This is an optimization exercise on Yosys and OpenROAD, whose aim is small area, not a production implementation.
Only simulation tests tie the RTL to the original design; equivalence was not proved.
No activity file was given, so power comes from the tool's default toggle rates.

==> flow/design.v <==
module csr_file (
    input  logic        clk,
    input  logic        reset,
    input  logic        csr_valid,
    input  logic        csr_w_valid,
    input  logic [11:0] csr_ra,
    output logic [63:0] csr_rd,
    input  logic        wr_valid,
    input  logic [11:0] wr_addr,
    input  logic [63:0] wr_data,
    input  logic        commit_valid,
    input  logic        trap_valid,
    input  logic [63:0] trap_pc,
    input  logic [63:0] trap_cause,
    input  logic [63:0] trap_tval,
    input  logic        mret_valid,
    output logic        redirect_valid,
    output logic [63:0] redirect_pc
);
    typedef logic [63:0] word_t;
    localparam logic [11:0] A_MSTATUS  = 12'h300;
    localparam logic [11:0] A_MIE      = 12'h304;
    localparam logic [11:0] A_MTVEC    = 12'h305;
    localparam logic [11:0] A_MSCRATCH = 12'h340;
    localparam logic [11:0] A_MEPC     = 12'h341;
    localparam logic [11:0] A_MCAUSE   = 12'h342;
    localparam logic [11:0] A_MTVAL    = 12'h343;
    localparam logic [11:0] A_MIP      = 12'h344;
    localparam logic [11:0] A_MCYCLE   = 12'hB00;
    localparam logic [11:0] A_MINSTRET = 12'hB02;
    logic        st_mie, st_mpie;
    logic [1:0]  st_mpp;
    logic [63:2] mtvec, mepc;
    word_t       mie, mscratch, mcause, mtval, mip, mcycle, minstret;
    logic        redir_trap;
    logic unused_w_valid;
    assign unused_w_valid = csr_w_valid;
    logic wr_en;
    assign wr_en = wr_valid & ~trap_valid & ~mret_valid;
    logic w_mstatus, w_mie, w_mtvec, w_mscratch, w_mepc, w_mcause, w_mtval, w_mip, w_mcycle, w_minstret;
    assign w_mstatus  = wr_en & (wr_addr == A_MSTATUS);
    assign w_mie      = wr_en & (wr_addr == A_MIE);
    assign w_mtvec    = wr_en & (wr_addr == A_MTVEC);
    assign w_mscratch = wr_en & (wr_addr == A_MSCRATCH);
    assign w_mepc     = wr_en & (wr_addr == A_MEPC);
    assign w_mcause   = wr_en & (wr_addr == A_MCAUSE);
    assign w_mtval    = wr_en & (wr_addr == A_MTVAL);
    assign w_mip      = wr_en & (wr_addr == A_MIP);
    assign w_mcycle   = wr_en & (wr_addr == A_MCYCLE);
    assign w_minstret = wr_en & (wr_addr == A_MINSTRET);
    logic r_mstatus, r_mie, r_mtvec, r_mscratch, r_mepc, r_mcause, r_mtval, r_mip, r_mcycle, r_minstret;
    assign r_mstatus  = (csr_ra == A_MSTATUS);
    assign r_mie      = (csr_ra == A_MIE);
    assign r_mtvec    = (csr_ra == A_MTVEC);
    assign r_mscratch = (csr_ra == A_MSCRATCH);
    assign r_mepc     = (csr_ra == A_MEPC);
    assign r_mcause   = (csr_ra == A_MCAUSE);
    assign r_mtval    = (csr_ra == A_MTVAL);
    assign r_mip      = (csr_ra == A_MIP);
    assign r_mcycle   = (csr_ra == A_MCYCLE);
    assign r_minstret = (csr_ra == A_MINSTRET);
    logic byp;
    assign byp = (w_mstatus & r_mstatus) | (w_mie & r_mie) | (w_mtvec & r_mtvec) |
                 (w_mscratch & r_mscratch) | (w_mepc & r_mepc) | (w_mcause & r_mcause) |
                 (w_mtval & r_mtval) | (w_mip & r_mip) | (w_mcycle & r_mcycle) |
                 (w_minstret & r_minstret);
    logic s_reg, s_byp;
    assign s_reg = csr_valid & ~byp;
    assign s_byp = csr_valid & byp;
    word_t byp_mask;
    always_comb begin
        byp_mask = {64{s_byp}};
        if (r_mstatus) byp_mask = {51'd0, s_byp, s_byp, 3'd0, s_byp, 3'd0, s_byp, 3'd0};
        if (r_mtvec | r_mepc) byp_mask[1:0] = 2'b00;
    end
    word_t v_mstatus, v_mtvec, v_mepc;
    assign v_mstatus = {51'd0, st_mpp, 3'd0, st_mpie, 3'd0, st_mie, 3'd0};
    assign v_mtvec   = {mtvec, 2'b00};
    assign v_mepc    = {mepc, 2'b00};
    assign csr_rd = ({64{s_reg & r_mstatus}}  & v_mstatus) |
                    ({64{s_reg & r_mie}}      & mie)       |
                    ({64{s_reg & r_mtvec}}    & v_mtvec)   |
                    ({64{s_reg & r_mscratch}} & mscratch)  |
                    ({64{s_reg & r_mepc}}     & v_mepc)    |
                    ({64{s_reg & r_mcause}}   & mcause)    |
                    ({64{s_reg & r_mtval}}    & mtval)     |
                    ({64{s_reg & r_mip}}      & mip)       |
                    ({64{s_reg & r_mcycle}}   & mcycle)    |
                    ({64{s_reg & r_minstret}} & minstret)  |
                    (byp_mask & wr_data);
    always_ff @(posedge clk) begin
        redirect_valid <= ~reset & (trap_valid | mret_valid);
        redir_trap     <= trap_valid;
    end
    assign redirect_pc = redir_trap ? {mtvec, 2'b00} : {mepc, 2'b00};
    logic nr;
    assign nr = ~reset;
    logic l_mie, l_mtvec, l_mscratch, l_mip, l_mepc, l_mcause, l_mtval, l_mcycle, l_minstret;
    logic h_mie, h_mtvec, h_mscratch, h_mip, h_mepc, h_mcause, h_mtval, h_mcycle, h_minstret;
    logic t_ld;
    assign l_mie      = w_mie      & nr;
    assign l_mtvec    = w_mtvec    & nr;
    assign l_mscratch = w_mscratch & nr;
    assign l_mip      = w_mip      & nr;
    assign l_mepc     = w_mepc     & nr;
    assign l_mcause   = w_mcause   & nr;
    assign l_mtval    = w_mtval    & nr;
    assign l_mcycle   = w_mcycle   & nr;
    assign l_minstret = w_minstret & nr;
    assign h_mie      = ~(w_mie      | reset);
    assign h_mtvec    = ~(w_mtvec    | reset);
    assign h_mscratch = ~(w_mscratch | reset);
    assign h_mip      = ~(w_mip      | reset);
    assign h_mepc     = ~(w_mepc   | reset | trap_valid);
    assign h_mcause   = ~(w_mcause | reset | trap_valid);
    assign h_mtval    = ~(w_mtval  | reset | trap_valid);
    assign h_mcycle   = ~(w_mcycle   | reset);
    assign h_minstret = ~(w_minstret | reset);
    assign t_ld       = trap_valid & nr;
    localparam int CB = 8;
    word_t cy_c, cy_i;
    logic [63/CB:0] bc_c, bc_i;
    assign bc_c[0] = 1'b1;
    assign bc_i[0] = commit_valid & ~trap_valid;
    for (genvar b = 1; b < 64 / CB; b++) begin : g_blk
        assign bc_c[b] = bc_c[b-1] & (&mcycle[CB*(b-1) +: CB]);
        assign bc_i[b] = bc_i[b-1] & (&minstret[CB*(b-1) +: CB]);
    end
    for (genvar i = 0; i < 64; i++) begin : g_carry
        if (i % CB == 0) begin : g_first
            assign cy_c[i] = bc_c[i / CB];
            assign cy_i[i] = bc_i[i / CB];
        end else begin : g_next
            assign cy_c[i] = cy_c[i-1] & mcycle[i-1];
            assign cy_i[i] = cy_i[i-1] & minstret[i-1];
        end
    end
    always_ff @(posedge clk) begin
        mie      <= ({64{l_mie}}      & wr_data)       | ({64{h_mie}}      & mie);
        mtvec    <= ({62{l_mtvec}}    & wr_data[63:2]) | ({62{h_mtvec}}    & mtvec);
        mscratch <= ({64{l_mscratch}} & wr_data)       | ({64{h_mscratch}} & mscratch);
        mip      <= ({64{l_mip}}      & wr_data)       | ({64{h_mip}}      & mip);
        mepc     <= ({62{t_ld}} & trap_pc[63:2]) | ({62{l_mepc}}   & wr_data[63:2]) | ({62{h_mepc}}   & mepc);
        mcause   <= ({64{t_ld}} & trap_cause)    | ({64{l_mcause}} & wr_data)       | ({64{h_mcause}} & mcause);
        mtval    <= ({64{t_ld}} & trap_tval)     | ({64{l_mtval}}  & wr_data)       | ({64{h_mtval}}  & mtval);
        mcycle   <= ({64{l_mcycle}}   & wr_data) | ({64{h_mcycle}}   & (mcycle   ^ cy_c));
        minstret <= ({64{l_minstret}} & wr_data) | ({64{h_minstret}} & (minstret ^ cy_i));
    end
    always_ff @(posedge clk) begin
        if (reset) begin
            st_mie  <= 1'b0;
            st_mpie <= 1'b0;
            st_mpp  <= 2'b00;
        end else if (trap_valid) begin
            st_mie  <= 1'b0;
            st_mpie <= st_mie;
            st_mpp  <= 2'b11;
        end else if (mret_valid) begin
            st_mie  <= st_mpie;
            st_mpie <= 1'b1;
            st_mpp  <= 2'b11;
        end else if (w_mstatus) begin
            st_mie  <= wr_data[3];
            st_mpie <= wr_data[7];
            st_mpp  <= wr_data[12:11];
        end
    end
endmodule
==> flow/flow/run.sh <==
#!/bin/bash
# Layout flow: the standard flow (standard.sh) with two changes:
#  - synthesis is the standard flow's script with ABC's mapping step run with an area-oriented
#    script (flow/abc_area.script); everything before ABC, including register
#    mapping and naming, is unchanged;
#  - port buffers are the smallest buffer (buf_1) rather than the resizer's pick.
# Every tool's output goes to the ORFS logs under orfs/logs, and make's to flow.log.
set -euo pipefail
W=$PWD
export AREA_ABC_SCRIPT=$W/flow/abc_area.script
export BUFFER_PORTS_ARGS="-buffer_cell sky130_fd_sc_hd__buf_1"
if [[ -f $W/flow/cts_args ]]; then export CTS_ARGS="$(cat $W/flow/cts_args)"; fi

{
  head -n 1 synth_recipe.tcl
  cat <<'EOT'
proc abc {args} {
  set i [lsearch -exact $args -script]
  if {$i >= 0} { set args [lreplace $args $i [expr {$i + 1}] -script $::env(AREA_ABC_SCRIPT)] }
  yosys abc {*}$args
}
EOT
  if [[ -f $W/flow/no_extract_fa ]]; then echo 'proc extract_fa {args} { }'; fi
  tail -n +2 synth_recipe.tcl
} > area_synth.tcl

sed "s#SYNTH_SCRIPT=[^ ]*#SYNTH_SCRIPT=$W/area_synth.tcl#" standard.sh > area_standard.sh
bash area_standard.sh > flow.log 2>&1
==> flow/flow/abc_area.script <==
&get -n
&st
&dch
&nf -R 1000 -p -C 32 -F 8 -A 8 -a
&put
==> flow/standard.sh <==
#!/bin/bash
# synth_recipe.tcl (not shown) runs the flow's synth.tcl, then flattens the netlist and writes it again
# the make line also repeats each setting of config.mk as NAME=value (left out here)
make -C /OpenROAD-flow-scripts/flow DESIGN_CONFIG=/design/flow/config.mk WORK_HOME=/design/flow/orfs CLKGATE_MAP_FILE= SYNTH_SCRIPT=/design/flow/synth_recipe.tcl "${@:-finish}"
==> flow/config.mk <==
export PLATFORM = sky130hd
export DESIGN_NAME = csr_file
export DESIGN_NICKNAME = csr_file
export VERILOG_FILES = /design/flow/design.v
export SDC_FILE = /design/flow/constraint.sdc
export NUM_CORES = 4
export LEC_CHECK = 0
export CAP_MARGIN = 20
export CORE_MARGIN = 2
export CORE_UTILIZATION = 40
export SLEW_MARGIN = 20
==> flow/constraint.sdc <==
create_clock -name core_clock -period 7.0 [get_ports {clk}]
set_input_delay 1.4000 -clock core_clock [delete_from_list [all_inputs] [get_ports {clk}]]
set_output_delay 1.4000 -clock core_clock [all_outputs]
set_load 0.01 [all_outputs]
==> results_dict.tcl, run 1 <==
set metrics [dict create \
    status "no timing/DRC/antenna violations" \
    crit_type "input port to output pin" \
    die_area_um2 60800 \
    drc 0 \
    drive_gt1_frac 0.0722 \
    synth-seq-cells 578 \
    die_x_um 247 \
    grt_max_degree 191 \
    grt_setup_unrepaired "false" \
    setup_viol 0 \
    start_kind "input port" \
    initial_utilization 0.407 \
    critical_path_required_ns 5.60 \
    root_buffer "clkbuf_16" \
    ant_nets 0 \
    cts_setup_buffers 0 \
    dp_cells 3327 \
    synthArstFlopShare 0 \
    fmax_ghz 0.150 \
    via_per_inst 6.59 \
    critPathCaptureType "output pin" \
    overflow 0 \
    power_frac_comb 0.057 \
    slew_viol_final 0 \
    internal-power_mw 5.40 \
    fillers 5341 \
    synthTopCellsByCount "dfxtp_1, a22o_1, a222oi_1, clkinv_1, ha_1" \
    fin_crit_sh 0.954 \
    num-nets-final 3024 \
    max_slew_margin 0.266 \
    r2r_slack_ns 1.73 \
    worst-path-max-fanout 33 \
    clock_latency_ns 0.63 \
    power-per-cell-area_nw_per_um2 245 \
    tns_ns 0 \
    clk_path_buf_depth 3 \
    yosysTopAreaCellShare 0.491 \
    grt_pass1_wl_um 138000 \
    cts_resized 0 \
    cts.sinks 578 \
    final_cells 3439 \
    gp_congestion 0.845 \
    power_switching_mw 1.69 \
    num_vias 22700 \
    finalInstanceArea_um2 29000 \
    clk_pin_slew_ns 0.05 \
    drt_iter0_markers 3186 \
    h-tree-depth 2 \
    cts_tree "done" \
    cp.arrival_ns 5.28 \
    hp-class "flip-flop to flip-flop" \
    synthTopCellsByArea "dfxtp_1, a22o_1, a222oi_1, ha_1, clkinv_1" \
    synth_cells 2083 \
    yosys_warnings 1 \
    drv_cap 0 \
    area_growth_pct 23.0 \
    synth-seq-area-share 0.491 \
    min_path_cells 1 \
    hpwl_um 59300 \
    worstMarginPinSlew_ns 1.10 \
    syn_area_um2 23500 \
    hold_viol_final 0 \
    first_pass_iters 11 \
    clockPowerShare 0.462 \
    antenna_found_initial 2 \
    synth_edf_count 0 \
    yosysMostFrequentCell "dfxtp_1" \
    track_usage 0.297 \
    pin_count 417 \
    synth_area_per_cell_um2 11.3 \
    final_util 0.500 \
    hold_ws_ns 0.477 \
    place_area_um2 26900 \
    synth_top_area_cell "dfxtp_1" \
    peakVddDrop_mv 0.207 \
    rr_worst_depth 16 \
    synth_ff_type "dfxtp_1" \
    cts_hold_buf 0 \
    placementRows 88 \
    core-area_um2 57900 \
    leakagePower_nw 11.1 \
    grt_pass1_vias 22200 \
    p_sw_frac 0.238 \
    synthDistinctLibCells 35 \
    die_h_um 247 \
    p_seq_frac 0.481 \
    min_period_ns 6.68 \
    wl_per_cell_um 27.4 \
    numCtsBuffers 61 \
    io_buffer_count 411 \
    routed_wl_um 94100 \
    skew_ns 0.0185 \
]
[final timing paths]
check | start | end
min | mip[27] | mip[27]
max | mret_valid | csr_rd[59]
min reg2reg | mip[27] | mip[27]
max reg2reg | mcycle[0] | mcycle[62]
[registers in the layout, indices dropped and copies added (netlist names), 2 cells and up]
| signal | flops |
|---|---|
| mcycle | 64 |
| mscratch | 64 |
| mie | 64 |
| mip | 64 |
| mtvec | 62 |
| mepc | 62 |
| minstret | 64 |
| st_mpp | 2 |
| mtval | 64 |
| mcause | 64 |
[layer usage]
| layer | global-route usage | up-vias | routed length [um] |
|---|---|---|---|
| li1 | - | 9945 | - |
| met1 | 0.397 | 11300 | 39100 |
| met2 | 0.482 | 1272 | 43600 |
| met3 | 0.0515 | 169 | 8790 |
| met4 | 0.101 | 2 | 2580 |
| met5 | 0 | - | 10 |
[power groups by stage]
stage | Sequential [mW] | Clock (mW) | Combinational (mW)
4_1_cts | 3.40 | 3.31 | 0.398
3_3_place_gp | 3.47 | 0 | 0.385
3_5_place_dp | 3.48 | 0 | 0.396
2_1_floorplan | 3.46 | 0 | 0.160
5_1_grt | 3.41 | 3.44 | 0.430
6_report | 3.41 | 3.28 | 0.403
[per-stage QoR]
step           total power [mW]  setup WS, ns
2_1_floorplan              3.62         0.303
3_5_place_dp               3.87         0.427
6_report                   7.09         0.324
3_3_place_gp               3.86         0.482
4_1_cts                    7.11         0.424
5_1_grt                    7.28        0.0898
[cell usage in the layout (no fill, tap or decap), types with 5 or more instances in the layout]
cell / n
a221oi_1: 62
a222oi_1: 241
a22o_1: 435
a22oi_1: 96
and3_1: 5
buf_1: 410
buf_12: 9
buf_4: 58
clkbuf_1: 18
clkbuf_16: 62
clkbuf_8: 21
clkinv_1: 196
dfxtp_1: 577
ha_1: 111
mux2_1: 62
nand2_1: 73
nand3_1: 11
nand4_1: 93
nor2_1: 14
nor2_4: 17
nor2b_1: 6
nor2b_4: 5
nor3_1: 7
nor4_1: 5
o21ai_0: 10
xnor2_1: 8
xor2_1: 8
[layout make-up]
class	instances	area, um^2	area share
repair buffers	480	2200	0.0759
diodes	2	5.00	0.000173
flip-flops and latches	578	11600	0.400
inverters	196	736	0.0254
multi-input cells	1308	11500	0.396
clock buffers	101	1910	0.0659
clock inverters	9	115	0.00397
well taps	765	957	0.0330
[kinds of logic (layout without fill, tap and decap cells)]
logic type	count (synthesis)	after routing	synth area share
muxes	63	63	0.0301
other	1	4	0.000159
adders and majority gates	111	111	0.0590
AOI/OAI and AO/OA	856	856	0.323
DFF	578	578	0.491
buffers and inverters	198	786	0.0319
and+or+nand+nor	260	260	0.0582
xor gates and xnor gates	16	16	0.00595
[worst max-delay path: stages]
cell and delay, ns:
buf_1 0.19, nor2_1 0.12, nand2_1 0.11, nor4_2 0.05, buf_4 0.17, and3_1 0.24, nand3_1 0.08, o21ai_0 0.09
nor3_1 0.26, o2111ai_1 0.16, nand2b_1 0.20, buf_12 0.17, nor2_4 0.81, buf_4 0.56, a22oi_1 0.15, nand4_1 0.14
buf_1 0.29
==> inputs of run 2 (changes only) <==
==> flow/flow/cts_args (new file) <==
-sink_clustering_enable -repair_clock_nets -buf_list "sky130_fd_sc_hd__clkbuf_4 sky130_fd_sc_hd__clkbuf_8" -dont_use_dummy_load -sink_clustering_size 16 -sink_clustering_max_diameter 60
==> flow/flow/no_extract_fa (new file) <==
--- a/flow/config.mk
+++ b/flow/config.mk
@@ -8,4 +8,5 @@
 export CAP_MARGIN = 20
 export CORE_MARGIN = 2
 export CORE_UTILIZATION = 40
+export GPL_TIMING_DRIVEN = 0
 export SLEW_MARGIN = 20
==> run 2 against run 1 <==
  * Still clean on timing, DRC and antenna
  * Die area up 0.22%
  * Via count rose by 7.0%
  * Critical path depth grew 3
  * Critical path type unchanged
  * Largest cell class is now multi-input combinational cells
  * Highest routed layer unchanged
==> results_dict.tcl, run 2 <==
set metrics [dict create \
    hold_viol_final 0 \
    drt_iter0_markers 3321 \
    grt_pass1_vias 23100 \
    finalInstanceArea_um2 29000 \
    critical_path_required_ns 5.60 \
    status "no timing/DRC/antenna violations" \
    seq_area_um2 11600 \
    synth-seq-cells 578 \
    crit_type "input port to output pin" \
    routed_wl_um 96800 \
    critPathCaptureType "output pin" \
    ant_nets 0 \
    syn_area_um2 23600 \
    multi_input_comb_area_um2 11600 \
    setup_viol 0 \
    peakVddDrop_mv 0.140 \
    rr_worst_depth 18 \
    fmax_ghz 0.148 \
    die_h_um 247 \
    fillers 5443 \
    yosys_warnings 1 \
    cts.sinks 578 \
    cts_tree "done" \
    final_cells 3676 \
    r2r_end "mcycle[63]" \
    track_usage 0.303 \
    die_x_um 247 \
    hpwl_um 69400 \
    grt_max_degree 60 \
    gp_congestion 0.891 \
    synthTopCellsByCount "dfxtp_1, a22o_1, a222oi_1, clkinv_1, nand2_1" \
    num_vias 24300 \
    slew_viol_final 0 \
    clk_path_buf_depth 3 \
    yosysMostFrequentCell "dfxtp_1" \
    synthTopCellsByArea "dfxtp_1, a22o_1, a222oi_1, a22oi_1, clkinv_1" \
    root_buffer "clkbuf_8" \
    fin_crit_sh 0.967 \
    drc 0 \
    synth_cells 2318 \
    synth_area_per_cell_um2 10.2 \
    synth_ff_type "dfxtp_1" \
    worst-path-max-fanout 10 \
    pre_cts_ws_ns -0.719 \
    cp.arrival_ns 5.37 \
    max_slew_margin 0.350 \
    clock_latency_ns 0.67 \
    worstMarginPinSlew_ns 0.961 \
    placementRows 89 \
    io_buffer_count 411 \
    grt_pass1_wl_um 143000 \
    yosysTopAreaCellShare 0.490 \
    numCtsBuffers 47 \
    synthDistinctLibCells 46 \
    leakagePower_nw 10.2 \
    num-nets-final 3187 \
    first_pass_iters 9 \
    drv_cap 0 \
    r2r_start "mcycle[0]" \
    synth_edf_count 0 \
    grt_setup_unrepaired "false" \
    min_path_cells 1 \
    min_to "mie[10]" \
    clk_pin_slew_ns 0.06 \
    dp_cells 3622 \
    min_period_ns 6.77 \
    power-per-cell-area_nw_per_um2 191 \
    synth-seq-area-share 0.490 \
    synthArstFlopShare 0 \
    finalWorstSetupSlack_ns 0.228 \
    wl_per_cell_um 26.3 \
    initial_utilization 0.402 \
    core-area_um2 58700 \
    mostFrequentLayoutCell "dfxtp_1" \
    antenna_found_initial 8 \
    skew_ns 0.0446 \
    synth_top_area_cell "dfxtp_1" \
    area_growth_pct 22.9 \
    place_area_um2 28300 \
    r2r_slack_ns 0.87 \
    hp-start "mie[10]" \
    tns_ns 0 \
    die_area_um2 60900 \
    via_per_inst 6.60 \
    drive_gt1_frac 0.0728 \
    layout_common_cells "dfxtp_1, buf_1, a22o_1" \
    hp-class "flip-flop to flip-flop" \
    h-tree-depth 2 \
    start_kind "input port" \
    overflow 0 \
    pin_count 417 \
]
## run 2: cells by family (layout without fill, tap and decap cells)
family | after synthesis | after routing | share of synthesized area
and+or+nand+nor | 466 | 466 | 0.0978
DFF | 578 | 578 | 0.490
buffers and inverters | 194 | 772 | 0.0312
AOI/OAI and AO/OA | 993 | 993 | 0.342
muxes | 63 | 63 | 0.0300
other | 1 | 8 | 0.000159
xor gates and xnor gates | 23 | 23 | 0.00854
## run 2: metal layers
metal,share of wire,track usage
met1,0.41,0.402
met2,0.47,0.495
met3,0.091,0.0530
met4,0.031,0.105
met5,0.00039,0
## run 2: what timing repair did
| action | in CTS | in global routing |
|---|---|---|
| pin swaps | 0 | 1 |
| gates resized for setup | 7 | 6 |
| setup endpoints to repair | 56 | 36 |
| setup buffers | 0 | 1 |
| hold buffers | 0 | 0 |
## run 2: stage by stage
stage	util	hold slack [ns]	power (mW)
4_1_cts	0.493	0.487	5.55
6_report	0.494	0.485	5.54
3_3_place_gp	0.445	0.461	3.85
2_1_floorplan	-	0.446	3.63
5_1_grt	0.494	0.490	5.71
3_5_place_dp	0.482	0.464	3.90
## run 2: cell type report
| type | count | share of cell area |
|---|---|---|
| Timing Repair Buffer | 531 | 0.120 |
| Clock buffer | 47 | 0.0223 |
| Inverter | 192 | 0.0248 |
| Antenna cell | 6 | 0.000518 |
| Tap cell | 773 | 0.0333 |
| Buffer | 2 | 0.000518 |
| Multi-Input combinational cell | 1547 | 0.399 |
| Sequential cell | 578 | 0.399 |
## run 2: worst max-delay path, stage by stage
cell,delay [ns]
buf_2,0.19
nor2_4,0.28
nand2_1,0.20
nor3b_1,0.35
nand2_1,0.19
nor2_1,0.30
a31oi_1,0.17
o311ai_0,0.17
nor3_2,0.15
nand2_4,0.12
nor4bb_4,0.08
buf_4,0.20
buf_6,0.15
buf_6,0.15
buf_4,0.20
buf_4,0.21
a22o_1,0.25
a221oi_1,0.25
nand4_1,0.18
buf_1,0.17
## run 2: how the worst max path moves through the flow
stage	from	end	cells after the start
after floorplan	wr_addr[9]	csr_rd[0]	12
after global placement	trap_valid	mtval[34]	7
after detailed placement	trap_valid	minstret[54]	19
after CTS	commit_valid	minstret[54]	19
after global routing	wr_addr[9]	csr_rd[34]	20
final	trap_valid	csr_rd[27]	20
## run 2: where the power goes
| part | switching [mW] | leakage [nW] | total, mW | internal (mW) |
|---|---|---|---|---|
| sequential | 0.0522 | 4.69 | 3.41 | 3.35 |
| clock | 1.10 | 0.338 | 1.70 | 0.601 |
| combinational | 0.277 | 5.16 | 0.432 | 0.155 |
==> inputs of run 3 (changes only) <==
--- a/flow/config.mk
+++ b/flow/config.mk
@@ -8,5 +8,4 @@
 export CAP_MARGIN = 20
 export CORE_MARGIN = 2
 export CORE_UTILIZATION = 40
-export GPL_TIMING_DRIVEN = 0
 export SLEW_MARGIN = 20
==> run 3 against run 2 <==
  * Flip-flop and latch count is the same
  * Wire length is 0.92% lower
  * Die area unchanged
  * Critical path type unchanged
  * Critical endpoint is now csr_rd[3]
  * Largest power group unchanged
==> results_dict.tcl, run 3 <==
set metrics [dict create \
    min_to "mip[44]" \
    yosysMostFrequentCell "dfxtp_1" \
    num-nets-final 3130 \
    placementRows 89 \
    path_cells "buf_1, nor3_1, nand3_1, nor4b_1, nor2b_1, a21oi_1, o311ai_0, nor3_1, nand2_1, buf_12, nor2_4, buf_12, buf_16, buf_4, a222oi_1, nand4_1, buf_1" \
    routed_wl_um 95900 \
    fillers 5665 \
    yosys_warnings 1 \
    die_area_um2 60900 \
    ant_nets 0 \
    drv_cap 0 \
    initial_utilization 0.402 \
    overflow 0 \
    synthTopCellsByCount "dfxtp_1, a22o_1, a222oi_1, clkinv_1, nand2_1" \
    synthArstFlopShare 0 \
    hold_viol_final 0 \
    power-per-cell-area_nw_per_um2 199 \
    worst-path-max-fanout 18 \
    synth_ff_type "dfxtp_1" \
    min_period_ns 6.48 \
    multi_input_comb_area_um2 11500 \
    mostFrequentLayoutCell "dfxtp_1" \
    r2r_slack_ns 1.40 \
    synth_area_per_cell_um2 10.2 \
    drc 0 \
    die_h_um 247 \
    globalRouteMet2Util 0.488 \
    grt_pass1_vias 22800 \
    max_slew_margin 0.225 \
    hpwl_um 60400 \
    synthTopCellsByArea "dfxtp_1, a22o_1, a222oi_1, a22oi_1, clkinv_1" \
    status "no timing/DRC/antenna violations" \
    slew_viol_final 0 \
    skew_ns 0.0451 \
    pin_count 417 \
    wl_per_cell_um 26.5 \
    layout_common_cells "dfxtp_1, buf_1, a22o_1" \
    min_path_cells 1 \
    leakagePower_nw 9.64 \
    cts_resized 0 \
    grt_pass1_wl_um 143000 \
    peakVddDrop_mv 0.157 \
    synth_edf_count 0 \
    clock_latency_ns 0.69 \
    top_usage_layer "met2" \
    cts_setup_buffers 0 \
    grt_use_met3 0.0432 \
    finalInstanceArea_um2 27700 \
    syn_area_um2 23600 \
    crit_type "input port to output pin" \
    critPathCaptureType "output pin" \
    r2r_start "mcycle[0]" \
    yosysTopAreaCellShare 0.490 \
    gp_congestion 0.910 \
    root_buffer "clkbuf_8" \
    synthDistinctLibCells 46 \
    place_area_um2 27000 \
    setup_viol 0 \
    via_per_inst 6.58 \
    cts_hold_buf 0 \
    numCtsBuffers 47 \
    fin_crit_sh 0.926 \
    grtUsageMet1 0.418 \
    r2r_end "mcycle[63]" \
    cp_slowest_cell "nor4b_1" \
    fmax_ghz 0.154 \
    slowest_delay_ns 0.82 \
    tns_ns 0 \
    clk_path_buf_depth 3 \
    num_vias 23800 \
    synth-seq-area-share 0.490 \
    grt_setup_unrepaired "false" \
    seq_area_um2 11600 \
    synth_top_area_cell "dfxtp_1" \
    clk_pin_slew_ns 0.07 \
    start_kind "input port" \
    rr_worst_depth 19 \
    worstMarginPinSlew_ns 1.16 \
    die_x_um 247 \
    first_pass_iters 10 \
    core-area_um2 58700 \
    final_util 0.472 \
    grt_max_degree 152 \
    cts.sinks 578 \
    cp.arrival_ns 5.08 \
    drive_gt1_frac 0.0504 \
    critical_path_required_ns 5.60 \
    area_growth_pct 17.4 \
    drt_iter0_markers 3187 \
    cts_tree "done" \
    h-tree-depth 2 \
    synth-seq-cells 578 \
    hp-start "mip[44]" \
    synth_cells 2318 \
    track_usage 0.303 \
    antenna_found_initial 3 \
    io_buffer_count 411 \
    hp-class "flip-flop to flip-flop" \
]
run 3: cell counts after synthesis:
No cell type changed its count.
run 3: layout make-up:
type,count,share of cell area
Antenna cell,3,0.000271
Clock buffer,47,0.0233
Inverter,192,0.0260
Multi-Input combinational cell,1547,0.416
Sequential cell,578,0.418
Tap cell,773,0.0349
Timing Repair Buffer,476,0.0818
run 3: how the worst max path moves through the flow:
| stage | cells past startpoint | slack (ns) | from | to |
|---|---|---|---|---|
| final | 17 | 0.52 | wr_addr[5] | csr_rd[3] |
| after global routing | 16 | 0.30 | wr_addr[5] | csr_rd[32] |
| after CTS | 16 | 0.57 | wr_addr[9] | csr_rd[32] |
| after detailed placement | 22 | 0.58 | trap_valid | minstret[54] |
| after global placement | 16 | 0.54 | wr_addr[9] | csr_rd[32] |
| after floorplan | 12 | 0.23 | wr_addr[9] | csr_rd[0] |
run 3: through the flow:
step	instances	setup WS, ns	hold slack [ns]	total power [mW]
6_report	3616	0.519	0.480	5.51
5_1_grt	3616	0.300	0.499	5.69
4_1_cts	3611	0.572	0.485	5.52
3_5_place_dp	3564	0.581	0.464	3.86
3_3_place_gp	3561	0.544	0.461	3.85
2_1_floorplan	2319	0.226	0.446	3.63
run 3: routing by layer:
layer | up-vias | part of all wire
li1 | 10500 | -
met2 | 1232 | 0.46
met1 | 11900 | 0.43
met5 | - | 0
met4 | 0 | 0.026
met3 | 151 | 0.086
run 3: worst max-delay path, delay by kind of cell:
kind	cells	cell delay, ns
buffers and inverters	6	1.01
AO/OA/AOI/OAI	3	0.50
AND/OR/NAND/NOR	8	2.14
run 3: report_power, final:
group / switching, mW / leakage [nW] / total, mW / internal, mW
logic: 0.261 / 4.61 / 0.384 / 0.123
clock network: 1.11 / 0.338 / 1.71 / 0.601
registers: 0.0565 / 4.69 / 3.41 / 3.36
run 3: logic make-up (layout without fill, tap and decap cells):
group,Yosys count,in the layout,synth area share
buffers and inverters,194,715,0.0312
other,1,5,0.000159
AND/OR/NAND/NOR,466,466,0.0978
flip-flops,578,578,0.490
AO/OA/AOI/OAI,993,993,0.342
multiplexers,63,63,0.0300
XOR/XNOR,23,23,0.00854
==> inputs of run 4 (changes only) <==
==> flow/config.mk (replaced) <==
export PLATFORM = sky130hd
export DESIGN_NAME = csr_file
export DESIGN_NICKNAME = csr_file
export VERILOG_FILES = /design/flow/design.v
export SDC_FILE = /design/flow/constraint.sdc
export NUM_CORES = 4
export LEC_CHECK = 0
export CAP_MARGIN = 10
export CORE_MARGIN = 2
export CORE_UTILIZATION = 60
export SLEW_MARGIN = 10
==> run 4 against run 3 <==
  * Largest power group unchanged
  * Sequential power barely moved
  * Maximum frequency fell by 1.9%
  * Largest cell class unchanged
  * Combinational power barely moved
  * Final cell count fell by 7.2%
  * Critical endpoint is now csr_rd[40]
  * Final area fell by 1.9%
==> results_dict.tcl, run 4 <==
set metrics [dict create \
    slew_viol_final 0 \
    min_period_ns 6.60 \
    ant_nets 0 \
    synth-seq-cells 578 \
    slowest_delay_ns 0.64 \
    routed_wl_um 88100 \
    power-per-cell-area_nw_per_um2 199 \
    critical_path_required_ns 5.60 \
    critPathCaptureType "output pin" \
    synthTopCellsByArea "dfxtp_1, a22o_1, a222oi_1, a22oi_1, clkinv_1" \
    worstMarginPinSlew_ns 1.27 \
    placementRows 72 \
    path_buf_inv 4 \
    root_buffer "clkbuf_8" \
    overflow 0 \
    synthDistinctLibCells 46 \
    place_area_um2 26600 \
    tns_ns 0 \
    drv_cap 0 \
    hpwl_um 53400 \
    worst-path-max-fanout 43 \
    cp_slowest_cell "or4b_1" \
    grt_setup_unrepaired "false" \
    fin_crit_sh 0.944 \
    hold_ws_ns 0.488 \
    grt_max_degree 71 \
    num-nets-final 3126 \
    hp-class "flip-flop to flip-flop" \
    antenna_found_initial 2 \
    clockPowerShare 0.299 \
    die_x_um 202 \
    synthArstFlopShare 0 \
    finalInstanceArea_um2 27200 \
    final_util 0.702 \
    synth_ff_type "dfxtp_1" \
    p_total_mw 5.41 \
    synth_area_per_cell_um2 10.2 \
    hold_viol_final 0 \
    p_seq_frac 0.630 \
    fmax_ghz 0.151 \
    status "no timing/DRC/antenna violations" \
    fillers 3129 \
    leakagePower_nw 9.56 \
    grt_pass1_wl_um 134000 \
    seq_area_um2 11600 \
    track_usage 0.414 \
    setup_viol 0 \
    crit_type "input port to output pin" \
    layout_common_cells "dfxtp_1, buf_1, a22o_1" \
    path_cells "buf_1, nor2_1, nand2_1, or4b_1, o21ai_0, a31oi_1, o311ai_0, nor3_1, nand2_1, buf_4, nor2_4, buf_12, a22o_1, a221oi_1, nand4_1, buf_1" \
    synthTopCellsByCount "dfxtp_1, a22o_1, a222oi_1, clkinv_1, nand2_1" \
    synth_cells 2318 \
    max_slew_margin 0.148 \
    yosys_warnings 1 \
    grt_pass1_vias 23300 \
    clk_path_buf_depth 3 \
    cp.arrival_ns 5.20 \
    core-area_um2 38700 \
    synth-seq-area-share 0.490 \
    cts_hold_buf 0 \
    power_switching_mw 1.38 \
    drive_gt1_frac 0.0490 \
    cts.sinks 578 \
    wl_per_cell_um 26.2 \
    num_vias 24300 \
    initial_utilization 0.609 \
    synth_top_area_cell "dfxtp_1" \
    clk_pin_slew_ns 0.09 \
    yosysTopAreaCellShare 0.490 \
    h-tree-depth 2 \
    cts_setup_buffers 0 \
    clock_latency_ns 0.67 \
    syn_area_um2 23600 \
    start_kind "input port" \
    yosysMostFrequentCell "dfxtp_1" \
    multi_input_comb_area_um2 11500 \
    die_area_um2 40900 \
    drt_iter0_markers 3742 \
    first_pass_iters 13 \
    via_per_inst 7.23 \
    power_frac_comb 0.070 \
    area_growth_pct 15.2 \
    gp_congestion 0.914 \
    cts_resized 0 \
    mostFrequentLayoutCell "dfxtp_1" \
    synth_edf_count 0 \
    drc 0 \
    cpLargestDelayFamily "simple AND/OR/NAND/NOR gates" \
    internal-power_mw 4.03 \
    pin_count 417 \
    cts_tree "done" \
    numCtsBuffers 43 \
    die_h_um 202 \
    skew_ns 0.0594 \
    io_buffer_count 411 \
    peakVddDrop_mv 0.168 \
    p_sw_frac 0.255 \
]
## run 4: changes by cell type in the layout (fill, tap and decap cells not counted)
| cell | delta |
|---|---|
| buf_12 | -6 |
| buf_16 | -3 |
| buf_4 | +9 |
| clkbuf_8 | -4 |
| nand2b_2 | +2 |
| nand2b_4 | -2 |
| nor3b_2 | +1 |
| nor3b_4 | -1 |
## run 4: final timing paths
check,startpoint,to,depth (start not counted),slack (ns)
worst min-delay path,mie[35],mie[35],1,0.49
worst max-delay path,mret_valid,csr_rd[40],16,0.40
worst max register to register,mcycle[0],mcycle[63],18,1.13
worst min register to register,mie[35],mie[35],1,0.49
## run 4: final cells by class
| type | count | area share |
|---|---|---|
| repair buffers | 476 | 0.0784 |
| clock buffers | 43 | 0.0218 |
| inverters | 192 | 0.0265 |
| flip-flops and latches | 578 | 0.426 |
| well taps | 518 | 0.0238 |
| multi-input cells | 1547 | 0.423 |
| diodes | 3 | 0.000276 |
## run 4: cell families (layout without fill, tap and decap cells)
logic type,Yosys count,count (layout),share of synthesized area
AO/OA/AOI/OAI,993,993,0.342
other,1,5,0.000159
XOR/XNOR,23,23,0.00854
multiplexers,63,63,0.0300
flip-flops,578,578,0.490
buffers and inverters,194,711,0.0312
AND/OR/NAND/NOR,466,466,0.0978
## run 4: power groups by stage
| stage | Sequential (mW) | Combinational [mW] | Clock [mW] |
|---|---|---|---|
| floorplan | 3.47 | 0.165 | 0 |
| global placement | 3.48 | 0.359 | 0 |
| detailed placement | 3.48 | 0.369 | 0 |
| CTS | 3.41 | 0.371 | 1.61 |
| global route | 3.42 | 0.406 | 1.74 |
| finish | 3.41 | 0.381 | 1.62 |
## run 4: per-layer routing
layer | vias up | GRT usage | share of wire
met2 | 1786 | 0.645 | 0.45
met1 | 11700 | 0.538 | 0.38
met5 | - | 0 | 0
met3 | 297 | 0.0893 | 0.13
li1 | 10500 | - | -
met4 | 0 | 0.223 | 0.048
## run 4: per-stage QoR
step | cells | setup WS [ns]
2_1_floorplan | 2319 | 0.226
3_3_place_gp | 3310 | 0.623
3_5_place_dp | 3311 | 0.599
4_1_cts | 3354 | 0.600
5_1_grt | 3355 | 0.107
6_report | 3357 | 0.395
==> inputs of run 5 (changes only) <==
==> flow/flow/cts_args (replaced) <==
-sink_clustering_enable -repair_clock_nets -buf_list "sky130_fd_sc_hd__clkbuf_4 sky130_fd_sc_hd__clkbuf_8" -dont_use_dummy_load
==> flow/config.mk (replaced) <==
export PLATFORM = sky130hd
export DESIGN_NAME = csr_file
export DESIGN_NICKNAME = csr_file
export VERILOG_FILES = /design/flow/design.v
export SDC_FILE = /design/flow/constraint.sdc
export NUM_CORES = 4
export LEC_CHECK = 0
export CAP_MARGIN = 20
export CORE_MARGIN = 2
export CORE_UTILIZATION = 40
export SLEW_MARGIN = 20
removed: flow/flow/no_extract_fa
==> run 5 against run 4 <==
  * Hold slack got worse by 0.011 ns
  * Register-to-register slack better by 0.58 ns
  * Final cell count up 2.2%
  * Sequential share of layout area is 1.7 points lower
  * Clock skew rose by 0.0038 ns
  * Largest power group unchanged
  * Die area is 49% higher
  * Via count down 6.0%
  * Setup slack improved by 0.0096 ns
  * Still clean on timing, DRC and antenna
==> results_dict.tcl, run 5 <==
set metrics [dict create \
    synth_edf_count 0 \
    antenna_found_initial 1 \
    setup_viol 0 \
    start_kind "input port" \
    wl_per_cell_um 27.5 \
    first_pass_iters 12 \
    gp_congestion 0.845 \
    hp-start "mie[63]" \
    drv_cap 0 \
    hpwl_um 59300 \
    synthArstFlopShare 0 \
    synth.area.mux_share 0.0301 \
    cp_slowest_cell "nor2_4" \
    status "no timing/DRC/antenna violations" \
    skew_ns 0.0631 \
    cts_setup_buffers 0 \
    globalRouteMet2Util 0.481 \
    synth-seq-area-share 0.491 \
    synth-xor-area-share 0.00595 \
    synthDistinctLibCells 35 \
    synth-seq-cells 578 \
    top_usage_layer "met2" \
    synth_top_area_cell "dfxtp_1" \
    layout_common_cells "dfxtp_1, a22o_1, buf_1" \
    r2r_end "mcycle[62]" \
    grt_use_met3 0.0563 \
    slowest_delay_ns 0.78 \
    numCtsBuffers 100 \
    hold_ws_ns 0.477 \
    drive_gt1_frac 0.0755 \
    pre_cts_ws_ns 0.427 \
    yosys.area_share.adder 0.0590 \
    path_buf_inv 5 \
    tns_ns 0 \
    rr_worst_depth 16 \
    io_buffer_count 411 \
    num-nets-final 3063 \
    finalWorstSetupSlack_ns 0.405 \
    hp-class "flip-flop to flip-flop" \
    grt_max_degree 191 \
    dp_cells 3327 \
    drc 0 \
    track_usage 0.298 \
    area_growth_pct 20.3 \
    worst-path-max-fanout 33 \
    hold_viol_final 0 \
    synthTopCellsByCount "dfxtp_1, a22o_1, a222oi_1, clkinv_1, ha_1" \
    final_cells 3430 \
    yosys_warnings 1 \
    cts_hold_buf 0 \
    cp.depth 17 \
    min_path_cells 1 \
    grt_pass1_wl_um 138000 \
    r2r_slack_ns 1.71 \
    peakVddDrop_mv 0.130 \
    grt_setup_unrepaired "false" \
    cpLargestDelayFamily "simple AND/OR/NAND/NOR gates" \
    placementRows 88 \
    synth_ff_type "dfxtp_1" \
    die_x_um 247 \
    clock_latency_ns 0.70 \
    cts.sinks 578 \
    clk_path_buf_depth 3 \
    synth_top_family_by_area "compound AO/OA/AOI/OAI gates" \
    die_area_um2 60800 \
    synth-simple-area-share 0.0582 \
    synth_cells 2083 \
    synth_area_per_cell_um2 11.3 \
    clk_pin_slew_ns 0.05 \
    die_h_um 247 \
    grtUsageMet1 0.399 \
    slew_viol_final 0 \
    fmax_ghz 0.152 \
    min_period_ns 6.59 \
    synth_compound_area_frac 0.323 \
    yosysTopAreaCellShare 0.491 \
    pin_count 417 \
    max_slew_margin 0.265 \
    syn_area_um2 23500 \
    core-area_um2 57900 \
    root_buffer "clkbuf_8" \
    cp.arrival_ns 5.19 \
    synthTopCellsByArea "dfxtp_1, a22o_1, a222oi_1, ha_1, clkinv_1" \
    overflow 0 \
    mostFrequentLayoutCell "dfxtp_1" \
    yosysMostFrequentCell "dfxtp_1" \
    min_to "mie[63]" \
    path_cells "buf_1, nor2_1, nand2_1, nor4_2, buf_4, and3_1, nand3_1, o21ai_0, nor3_1, o2111ai_1, nand2b_1, buf_12, nor2_4, buf_4, a22oi_1, nand4_1, buf_1" \
    leakagePower_nw 10.9 \
    initial_utilization 0.407 \
    h-tree-depth 3 \
    routed_wl_um 94200 \
    via_per_inst 6.65 \
    critical_path_required_ns 5.60 \
    grt_pass1_vias 22300 \
    worstMarginPinSlew_ns 1.10 \
    critPathCaptureType "output pin" \
    cts_tree "done" \
    fin_crit_sh 0.942 \
    r2r_start "mcycle[0]" \
    drt_iter0_markers 3104 \
    cts_resized 0 \
    power-per-cell-area_nw_per_um2 223 \
    crit_type "input port to output pin" \
    num_vias 22800 \
    ant_nets 0 \
]
run 5: changes by cell type in the layout (fill, tap and decap cells not counted), sizes merged, moves of 10 or more:
cell    before  now
nand2      188   73
a21oi       74    4
nor2        66   31
o31ai       60    0
o21ai       66   10
a222oi     196  241
and3        26    5
a22o       318  435
a22oi      186   96
clkbuf      44  101
ha           0  111
and2        12    2
run 5: final cells by class:
type	count	area (um^2)
antenna	3	7.51
sequential	578	11600
inverter	196	736
multi-input combinational	1308	11500
timing repair buffer	480	2200
clock buffer	100	1380
tap	765	957
fill	5401	29600
run 5: worst max path at each step:
stage / endpoint / start
final: csr_rd[59] / mret_valid
after floorplan: csr_rd[0] / trap_valid
after detailed placement: csr_rd[21] / mret_valid
after global placement: csr_rd[21] / mret_valid
after CTS: csr_rd[21] / mret_valid
after global routing: csr_rd[59] / mret_valid
run 5: report_power, final:
| part | leakage, nW | total, mW | internal (mW) | switching (mW) |
|---|---|---|---|---|
| combinational | 5.45 | 0.402 | 0.127 | 0.276 |
| clock | 0.719 | 2.51 | 1.25 | 1.26 |
| sequential | 4.69 | 3.41 | 3.36 | 0.0475 |
| total | 10.9 | 6.32 | 4.74 | 1.58 |
run 5: routing by layer:
metal  share of wire  routed length (um)  vias to the layer above
li1                -                   -                     9954
met2            0.46               43500                     1283
met3           0.093                8790                      180
met5               0                   0                        -
met4           0.027                2590                        0
met1            0.42               39300                    11400
run 5: per-stage QoR:
stage	util	area, um^2	power [mW]
after floorplan	-	23600	3.62
after global placement	0.464	26900	3.86
after detailed placement	0.465	26900	3.87
after CTS	0.489	28300	6.35
after global routing	0.489	28300	6.53
final	0.489	28300	6.32
run 5: cells by family (layout without fill, tap and decap cells):
group                      Yosys count  in the layout
xor gates and xnor gates            16             16
other                                1              5
DFF                                578            578
and+or+nand+nor                    260            260
muxes                               63             63
adders and majority gates          111            111
AOI/OAI and AO/OA                  856            856
buffers and inverters              198            776
==> inputs of run 6 (changes only) <==
--- a/flow/design.v
+++ b/flow/design.v
@@ -32,7 +32,7 @@
     logic [1:0]  st_mpp;
     logic [63:2] mtvec, mepc;
     word_t       mie, mscratch, mcause, mtval, mip, mcycle, minstret;
-    logic        redir_trap;
+    logic        redir_trap, redir_mret;
     logic unused_w_valid;
     assign unused_w_valid = csr_w_valid;
     logic wr_en;
@@ -91,8 +91,9 @@
     always_ff @(posedge clk) begin
         redirect_valid <= ~reset & (trap_valid | mret_valid);
         redir_trap     <= trap_valid;
+        redir_mret     <= ~trap_valid;
     end
-    assign redirect_pc = redir_trap ? {mtvec, 2'b00} : {mepc, 2'b00};
+    assign redirect_pc = ({64{redir_trap}} & {mtvec, 2'b00}) | ({64{redir_mret}} & {mepc, 2'b00});
     logic nr;
     assign nr = ~reset;
     logic l_mie, l_mtvec, l_mscratch, l_mip, l_mepc, l_mcause, l_mtval, l_mcycle, l_minstret;
==> flow/flow/cts_args (replaced) <==
-sink_clustering_enable -repair_clock_nets -buf_list "sky130_fd_sc_hd__clkbuf_4 sky130_fd_sc_hd__clkbuf_8" -dont_use_dummy_load -sink_clustering_size 16 -sink_clustering_max_diameter 40
==> flow/flow/no_extract_fa (new file) <==
==> flow/config.mk (replaced) <==
export PLATFORM = sky130hd
export DESIGN_NAME = csr_file
export DESIGN_NICKNAME = csr_file
export VERILOG_FILES = /design/flow/design.v
export SDC_FILE = /design/flow/constraint.sdc
export NUM_CORES = 4
export LEC_CHECK = 0
export CAP_MARGIN = 0
export CORE_MARGIN = 2
export CORE_UTILIZATION = 70
export SLEW_MARGIN = 0
==> run 6 against run 5 <==
  * Final cell count shrank 3.5%
  * Combinational power fell by 4%
  * Via count up 12%
  * Largest power group unchanged
==> results_dict.tcl, run 6 <==
set metrics [dict create \
    status "no timing/DRC/antenna violations" \
    cts_tree "done" \
    hpwl_um 53600 \
    cts_hold_buf 0 \
    syn_area_um2 23500 \
    overflow 0 \
    pin_count 417 \
    slew_viol_final 0 \
    critPathLaunch "wr_addr[0]" \
    routed_wl_um 88200 \
    yosysMostFrequentCell "dfxtp_1" \
    synth_edf_count 0 \
    r2r_start "mcycle[0]" \
    crit_type "input port to output pin" \
    synthTopCellsByCount "dfxtp_1, a22o_1, a222oi_1, clkinv_1, nand2_1" \
    cts_setup_buffers 0 \
    rr_worst_depth 18 \
    critPathCaptureType "output pin" \
    r2r_end "mcycle[63]" \
    leakagePower_nw 9.58 \
    grt_pass1_wl_um 134000 \
    max_slew_margin 0.198 \
    antenna_found_initial 8 \
    via_per_inst 7.69 \
    tns_ns 0 \
    fin_crit_sh 0.896 \
    drc 0 \
    synth_ff_type "dfxtp_1" \
    synth_area_per_cell_um2 10.1 \
    fillers 2117 \
    cp.arrival_ns 4.87 \
    h-tree-depth 2 \
    track_usage 0.480 \
    r2r_slack_ns 1.15 \
    min_period_ns 6.27 \
    final_cells 3310 \
    cts_resized 0 \
    die_h_um 187 \
    synthArstFlopShare 0 \
    synthDistinctLibCells 44 \
    drv_cap 0 \
    peakVddDrop_mv 0.173 \
    wl_per_cell_um 26.6 \
    die_area_um2 35000 \
    grt_pass1_vias 24300 \
    final_util 0.820 \
    clk_pin_slew_ns 0.04 \
    synth-seq-area-share 0.494 \
    ant_nets 0 \
    cts.sinks 579 \
    hold_viol_final 0 \
    first_pass_iters 14 \
    synthTopCellsByArea "dfxtp_1, a22o_1, a222oi_1, a22oi_1, clkinv_1" \
    worst-path-max-fanout 28 \
    yosys_warnings 1 \
    mostFrequentLayoutCell "dfxtp_1" \
    num-nets-final 3149 \
    placementRows 67 \
    dp_cells 3248 \
    critical_path_required_ns 5.60 \
    grt_max_degree 191 \
    worstMarginPinSlew_ns 1.20 \
    pre_cts_ws_ns 0.708 \
    clock_latency_ns 0.71 \
    grt_setup_unrepaired "false" \
    die_x_um 187 \
    worstSetupEndpoint "csr_rd[44]" \
    io_buffer_count 411 \
    yosysTopAreaCellShare 0.494 \
    start_kind "input port" \
    synth_cells 2320 \
    root_buffer "clkbuf_8" \
    hold_ws_ns 0.476 \
    fmax_ghz 0.159 \
    synth_top_area_cell "dfxtp_1" \
    core-area_um2 33300 \
    power-per-cell-area_nw_per_um2 207 \
    gp_congestion 0.931 \
    area_growth_pct 16.2 \
    synth-seq-cells 579 \
    numCtsBuffers 59 \
    finalWorstSetupSlack_ns 0.730 \
    setup_viol 0 \
    clk_path_buf_depth 3 \
    initial_utilization 0.705 \
    drive_gt1_frac 0.0563 \
    num_vias 25500 \
    hp-class "flip-flop to flip-flop" \
    layout_common_cells "dfxtp_1, buf_1, a22o_1" \
    skew_ns 0.101 \
    drt_iter0_markers 5077 \
]
[run 6: cell families after synthesis]
logic type | Yosys count | synth area share
other | 1 | 0.000160
buffers and inverters | 196 | 0.0317
XOR/XNOR | 24 | 0.00896
multiplexers | 1 | 0.000427
AO/OA/AOI/OAI | 1056 | 0.367
flip-flops | 579 | 0.494
AND/OR/NAND/NOR | 463 | 0.0980
[run 6: power by group]
part | internal, mW | switching [mW]
logic | 0.121 | 0.266
clock network | 0.744 | 1.10
registers | 3.36 | 0.0596
[run 6: final cells by class]
| type | instances | area [um^2] | share of cell area |
|---|---|---|---|
| antenna | 3 | 7.51 | 0.000275 |
| inverter | 194 | 728 | 0.0267 |
| clock buffer | 59 | 812 | 0.0298 |
| multi-input combinational | 1546 | 11300 | 0.415 |
| sequential | 579 | 11600 | 0.425 |
| tap | 448 | 561 | 0.0205 |
| timing repair buffer | 481 | 2240 | 0.0823 |
[run 6: metrics by stage]
stage	area (um^2)	power, mW
2_1_floorplan	23500	3.64
3_3_place_gp	26500	3.84
3_5_place_dp	26500	3.86
4_1_cts	27300	5.60
5_1_grt	27300	5.76
6_report	27300	5.65
[run 6: critical path, stage by stage]
cell and delay, ns:
buf_1 0.29, nor2_1 0.16, nand4_1 0.13, nand2b_1 0.32, o32ai_1 0.13, a31oi_1 0.21, nand4_1 0.25, buf_4 0.25
nor2_4 0.84, buf_12 0.31, a22oi_1 0.09, nand4_1 0.10, buf_1 0.34
[run 6: worst min-delay path by stage]
stage	slack, ns	cells past startpoint	start	to
6_report	0.48	1	mscratch[3]	mscratch[3]
4_1_cts	0.48	1	mscratch[3]	mscratch[3]
3_5_place_dp	0.46	1	mscratch[63]	mscratch[63]
5_1_grt	0.50	1	mie[31]	mie[31]
3_3_place_gp	0.46	1	mscratch[1]	mscratch[1]
2_1_floorplan	0.44	2	st_mpie	st_mie
[run 6: metal layers]
layer,share of wire,global-route usage,up-vias
met5,0.00084,0,-
met4,0.068,0.299,10
met3,0.15,0.132,542
li1,-,-,10600
met2,0.44,0.745,2384
met1,0.34,0.594,11900
==> inputs of run 7 (changes only) <==
==> flow/flow/cts_args (replaced) <==
-sink_clustering_enable -repair_clock_nets -buf_list "sky130_fd_sc_hd__clkbuf_4 sky130_fd_sc_hd__clkbuf_8" -dont_use_dummy_load -sink_clustering_size 16 -sink_clustering_max_diameter 60
==> flow/config.mk (replaced) <==
export PLATFORM = sky130hd
export DESIGN_NAME = csr_file
export DESIGN_NICKNAME = csr_file
export VERILOG_FILES = /design/flow/design.v
export SDC_FILE = /design/flow/constraint.sdc
export NUM_CORES = 4
export LEC_CHECK = 0
export CAP_MARGIN = 10
export CORE_MARGIN = 2
export CORE_UTILIZATION = 50
export SLEW_MARGIN = 10
==> run 7 against run 6 <==
  * Clock skew down 0.049 ns
  * Critical endpoint is now csr_rd[45]
  * Power down 2.8%
  * Die area up 39%
  * Final area down 0.22%
  * Flip-flop and latch count unchanged
  * Hold slack better by 0.0089 ns
  * Synthesized area unchanged
  * Global-route usage down 11 points
  * Non-clock buffer count down 2
  * Sequential share of layout area up 0.10 points
  * Setup slack worse by 0.21 ns
==> results_dict.tcl, run 7 <==
set metrics [dict create \
    core-area_um2 46500 \
    via_per_inst 6.99 \
    area_growth_pct 16.0 \
    crit_type "input port to output pin" \
    hold_ws_ns 0.485 \
    grt_setup_unrepaired "false" \
    io_buffer_count 411 \
    clk_path_buf_depth 3 \
    cts_resized 0 \
    critPathCaptureType "output pin" \
    synth_ff_type "dfxtp_1" \
    yosysMostFrequentCell "dfxtp_1" \
    grt_pass1_vias 22800 \
    hpwl_um 57900 \
    cp.arrival_ns 5.08 \
    layout_common_cells "dfxtp_1, buf_1, a22o_1" \
    h-tree-depth 2 \
    mostFrequentLayoutCell "dfxtp_1" \
    tns_ns 0 \
    worst-path-max-fanout 28 \
    yosys_warnings 1 \
    wl_per_cell_um 27.0 \
    die_x_um 221 \
    clk_pin_slew_ns 0.07 \
    root_buffer "clkbuf_8" \
    numCtsBuffers 46 \
    min_period_ns 6.48 \
    power-per-cell-area_nw_per_um2 202 \
    hp-class "flip-flop to flip-flop" \
    antenna_found_initial 7 \
    syn_area_um2 23500 \
    cts_setup_buffers 0 \
    critical_path_required_ns 5.60 \
    synth_area_per_cell_um2 10.1 \
    num_vias 24200 \
    synth_top_area_cell "dfxtp_1" \
    synth_cells 2320 \
    cts_hold_buf 0 \
    pin_count 417 \
    peakVddDrop_mv 0.169 \
    fillers 4210 \
    synthTopCellsByCount "dfxtp_1, a22o_1, a222oi_1, clkinv_1, nand2_1" \
    leakagePower_nw 9.46 \
    gp_congestion 0.863 \
    first_pass_iters 15 \
    cts_tree "done" \
    status "no timing/DRC/antenna violations" \
    fmax_ghz 0.154 \
    synth-seq-area-share 0.494 \
    drc 0 \
    synthTopCellsByArea "dfxtp_1, a22o_1, a222oi_1, a22oi_1, clkinv_1" \
    synth-seq-cells 579 \
    drive_gt1_frac 0.0513 \
    fin_crit_sh 0.925 \
    final_util 0.586 \
    synth_edf_count 0 \
    grt_pass1_wl_um 138000 \
    overflow 0 \
    ant_nets 0 \
    routed_wl_um 93200 \
    slew_viol_final 0 \
    placementRows 79 \
    synthDistinctLibCells 44 \
    start_kind "input port" \
    synthArstFlopShare 0 \
    drv_cap 0 \
    initial_utilization 0.505 \
    drt_iter0_markers 3553 \
    cts.sinks 579 \
    p_total_mw 5.49 \
    track_usage 0.368 \
    hold_viol_final 0 \
    max_slew_margin 0.0980 \
    clock_latency_ns 0.68 \
    worstMarginPinSlew_ns 1.35 \
    skew_ns 0.0516 \
    grt_max_degree 112 \
    die_area_um2 48700 \
    setup_viol 0 \
    num-nets-final 3134 \
    die_h_um 221 \
    yosysTopAreaCellShare 0.494 \
]
## run 7: cell counts after synthesis
Identical to the previous run, type by type.
## run 7: final cells by class
class	count	area [um^2]	area share
flip-flops and latches	579	11600	0.426
multi-input cells	1546	11300	0.417
repair buffers	479	2150	0.0791
well taps	607	759	0.0279
inverters	194	728	0.0267
clock buffers	46	633	0.0233
diodes	4	10.0	0.000368
## run 7: critical path, cell delays in order
cell	delay, ns
buf_1	0.11
nor2_1	0.56
nand2_1	0.30
nor3b_1	0.36
nand2_1	0.10
o32ai_1	0.28
nor2_1	0.09
nand4_1	0.22
buf_12	0.19
and3b_4	0.40
buf_4	0.28
a22oi_1	0.31
nand4_1	0.27
buf_1	0.19
## run 7: worst paths after layout
path | from | endpoint | slack [ns] | cells past startpoint
min reg2reg | mie[16] | mie[16] | 0.49 | 1
max reg2reg | mcycle[0] | mcycle[63] | 1.53 | 19
max | mret_valid | csr_rd[45] | 0.52 | 14
min | mie[16] | mie[16] | 0.49 | 1
## run 7: logic make-up (layout without fill, tap and decap cells)
logic type	count (synthesis)	count (layout)	synth area share
flip-flops	579	579	0.494
AO/OA/AOI/OAI	1056	1056	0.367
buffers and inverters	196	719	0.0317
other	1	6	0.000160
XOR/XNOR	24	24	0.00896
AND/OR/NAND/NOR	463	463	0.0980
multiplexers	1	1	0.000427
## run 7: stage by stage
stage	area, um^2	worst slack [ns]	instances
finish	27200	0.523	3455
floorplan	23500	0.344	2321
detailed placement	26600	0.622	3405
global route	27200	0.273	3455
global placement	26600	0.682	3405
CTS	27200	0.587	3451
## run 7: per-layer routing
| layer | wire, um | vias to the layer above | global-route usage |
|---|---|---|---|
| met5 | 39 | - | 0 |
| met4 | 3520 | 6 | 0.150 |
| met3 | 9880 | 226 | 0.0612 |
| met2 | 41800 | 1490 | 0.585 |
| met1 | 38000 | 11800 | 0.498 |
| li1 | - | 10600 | - |
## run 7: power by group
group          switching, mW  total, mW  internal (mW)
registers             0.0641       3.42           3.36
logic                  0.260      0.381          0.122
clock network           1.10       1.69          0.589
==> inputs of run 8 (changes only) <==
--- a/flow/config.mk
+++ b/flow/config.mk
@@ -7,5 +7,6 @@
 export LEC_CHECK = 0
 export CAP_MARGIN = 10
 export CORE_MARGIN = 2
-export CORE_UTILIZATION = 50
+export CORE_UTILIZATION = 60
+export GPL_ROUTABILITY_DRIVEN = 0
 export SLEW_MARGIN = 10
==> run 8 against run 7 <==
  * Wire length shrank 5.4%
  * Synthesized cell count is the same
  * Combinational power is 2% lower
  * Die area fell by 16%
  * Register-to-register slack lost 0.17 ns
  * Flip-flop and latch count did not move
  * Final area down 0.87%
  * Critical endpoint is now csr_rd[46]
  * Non-clock buffer count down 12
  * First-iteration DRC count grew 11%
==> results_dict.tcl, run 8 <==
set metrics [dict create \
    max_slew_margin 0.140 \
    via_per_inst 7.31 \
    num_vias 24500 \
    power-per-cell-area_nw_per_um2 201 \
    finalWorstSetupSlack_ns 0.415 \
    fillers 3165 \
    critical_path_required_ns 5.60 \
    cts_resized 0 \
    start_kind "input port" \
    p_total_mw 5.42 \
    hold_viol_final 0 \
    fmax_ghz 0.152 \
    drive_gt1_frac 0.0466 \
    synthDistinctLibCells 44 \
    antenna_found_initial 9 \
    pin_count 417 \
    cts.sinks 579 \
    drc 0 \
    syn_area_um2 23500 \
    core-area_um2 38600 \
    tns_ns 0 \
    yosys_warnings 1 \
    multi_input_comb_area_um2 11300 \
    cts_hold_buf 0 \
    die_x_um 202 \
    synth_cells 2320 \
    status "no timing/DRC/antenna violations" \
    wl_per_cell_um 26.3 \
    synth_edf_count 0 \
    num-nets-final 3120 \
    synth-seq-area-share 0.494 \
    yosysTopAreaCellShare 0.494 \
    h-tree-depth 2 \
    fin_crit_sh 0.941 \
    synth_top_area_cell "dfxtp_1" \
    skew_ns 0.0398 \
    synthArstFlopShare 0 \
    clk_pin_slew_ns 0.03 \
    root_buffer "clkbuf_8" \
    placementRows 72 \
    critPathCaptureType "output pin" \
    drt_iter0_markers 3960 \
    leakagePower_nw 9.38 \
    grt_setup_unrepaired "false" \
    mostFrequentLayoutCell "dfxtp_1" \
    peakVddDrop_mv 0.204 \
    cts_tree "done" \
    pre_cts_ws_ns 0.565 \
    routed_wl_um 88200 \
    synth-seq-cells 579 \
    first_pass_iters 10 \
    seq_area_um2 11600 \
    grt_pass1_wl_um 134000 \
    crit_type "input port to output pin" \
    overflow 0 \
    cp.arrival_ns 5.18 \
    die_area_um2 40700 \
    initial_utilization 0.607 \
    setup_viol 0 \
    io_buffer_count 411 \
    ant_nets 0 \
    track_usage 0.415 \
    yosysMostFrequentCell "dfxtp_1" \
    worst-path-max-fanout 38 \
    slew_viol_final 0 \
    layout_common_cells "dfxtp_1, buf_1, a22o_1" \
    numCtsBuffers 44 \
    clk_path_buf_depth 3 \
    synth_ff_type "dfxtp_1" \
    die_h_um 202 \
    synth_area_per_cell_um2 10.1 \
    synthTopCellsByCount "dfxtp_1, a22o_1, a222oi_1, clkinv_1, nand2_1" \
    grt_pass1_vias 23200 \
    cts_setup_buffers 0 \
    drv_cap 0 \
    hp-class "flip-flop to flip-flop" \
    min_period_ns 6.58 \
    worstMarginPinSlew_ns 1.29 \
    hpwl_um 53400 \
    synthTopCellsByArea "dfxtp_1, a22o_1, a222oi_1, a22oi_1, clkinv_1" \
    grt_max_degree 104 \
    area_growth_pct 15.0 \
    clock_latency_ns 0.67 \
]
-- run 8: changes by cell type in the layout (fill, tap and decap cells not counted) --
cell / previous run / this run
diode_2: 4 / 7
clkbuf_8: 46 / 44
and3_2: 0 / 1
and3_4: 1 / 0
buf_4: 60 / 49
buf_12: 8 / 7
-- run 8: final timing paths --
| kind | slack, ns | to | cells after the start | from |
|---|---|---|---|---|
| max | 0.42 | csr_rd[46] | 14 | mret_valid |
| min reg2reg | 0.48 | mtval[6] | 2 | mtval[6] |
| max reg2reg | 1.36 | mcycle[63] | 19 | mcycle[0] |
| min | 0.48 | mtval[6] | 2 | mtval[6] |
-- run 8: power breakdown --
part	leakage (nW)	internal, mW	switching, mW
clock	0.316	0.565	1.06
sequential	4.70	3.36	0.0650
combinational	4.36	0.120	0.254
-- run 8: metal layers --
layer | track usage | wire length [um]
met3 | 0.0945 | 10900
met2 | 0.655 | 40000
met5 | 0 | 44
met1 | 0.536 | 33400
met4 | 0.206 | 3920
-- run 8: critical path, cell delays in order --
cell and delay (ns):
buf_1 0.12, nor2_1 0.61, nand2_1 0.30, nor3b_1 0.36, nand4b_1 0.26, o32ai_1 0.21
nor2_1 0.09, nand4_1 0.19, buf_4 0.19, and3b_4 0.44, buf_4 0.29, a22oi_1 0.26
nand4_1 0.23, buf_1 0.18
-- run 8: cells by family (layout without fill, tap and decap cells) --
family | after synthesis | in the layout | share of synthesized area
other | 1 | 9 | 0.000160
buffers and inverters | 196 | 705 | 0.0317
and+or+nand+nor | 463 | 463 | 0.0980
AOI/OAI and AO/OA | 1056 | 1056 | 0.367
DFF | 579 | 579 | 0.494
xor gates and xnor gates | 24 | 24 | 0.00896
muxes | 1 | 1 | 0.000427
-- run 8: through the flow --
step | util | hold slack (ns) | std cells | cell area, um^2
2_1_floorplan | - | 0.444 | 2321 | 23500
3_3_place_gp | 0.682 | 0.461 | 3304 | 26400
3_5_place_dp | 0.682 | 0.464 | 3304 | 26400
4_1_cts | 0.698 | 0.484 | 3348 | 27000
5_1_grt | 0.698 | 0.498 | 3354 | 27000
6_report | 0.698 | 0.484 | 3355 | 27000
-- run 8: final cells by class --
type                       instances  area share
sequential                       579       0.430
multi-input combinational       1546       0.420
timing repair buffer             467      0.0760
inverter                         194      0.0270
tap                              518      0.0240
clock buffer                      44      0.0224
antenna                            7    0.000649

==> separate check: timing with driven ports <==
In the flow no input, the clock included, has a driving cell. The finished layouts below were timed again as built, in two steps. Step 1 (the two cells are an assumption about what drives the block):
set clk [get_ports {clk}]
set_driving_cell -lib_cell sky130_fd_sc_hd__clkbuf_16 $clk
set_driving_cell -lib_cell sky130_fd_sc_hd__buf_2 [delete_from_list [all_inputs] $clk]
Step 2 moves the port delays by t, midway between the first and last clock arrival at a register: inputs arrive t later, outputs are due t later. That takes back most of the time a late clock gives input paths. Three values: ideal, step 1, step 2; two values: the first two.
run | t, ns | setup WS [ns] | hold slack, ns
run 1 | 0.680 | 0.324 / 0.301 / 0.301 | 0.477 / 0.477 / 0.477
run 2 | 0.712 | 0.228 / 0.189 / -0.260 | 0.485 / 0.485 / 0.485
run 3 | 0.704 | 0.519 / 0.489 / 0.489 | 0.480 / 0.480 / 0.480
run 4 | 0.697 | 0.395 / 0.372 / 0.372 | 0.488 / 0.488 / 0.488
run 5 | 0.717 | 0.405 / 0.383 / 0.383 | 0.477 / 0.477 / 0.477
run 6 | 0.718 | 0.730 / 0.707 / 0.572 | 0.476 / 0.476 / 0.476
run 7 | 0.711 | 0.523 / 0.501 / 0.501 | 0.485 / 0.485 / 0.485
run 8 | 0.684 | 0.415 / 0.391 / 0.391 | 0.484 / 0.484 / 0.484
Met with ideal ports but missed after step 2: setup timing in run 2. The setup slack of run 2, which loses most, moves by -0.039 ns with the drivers and by -0.488 ns with both steps.
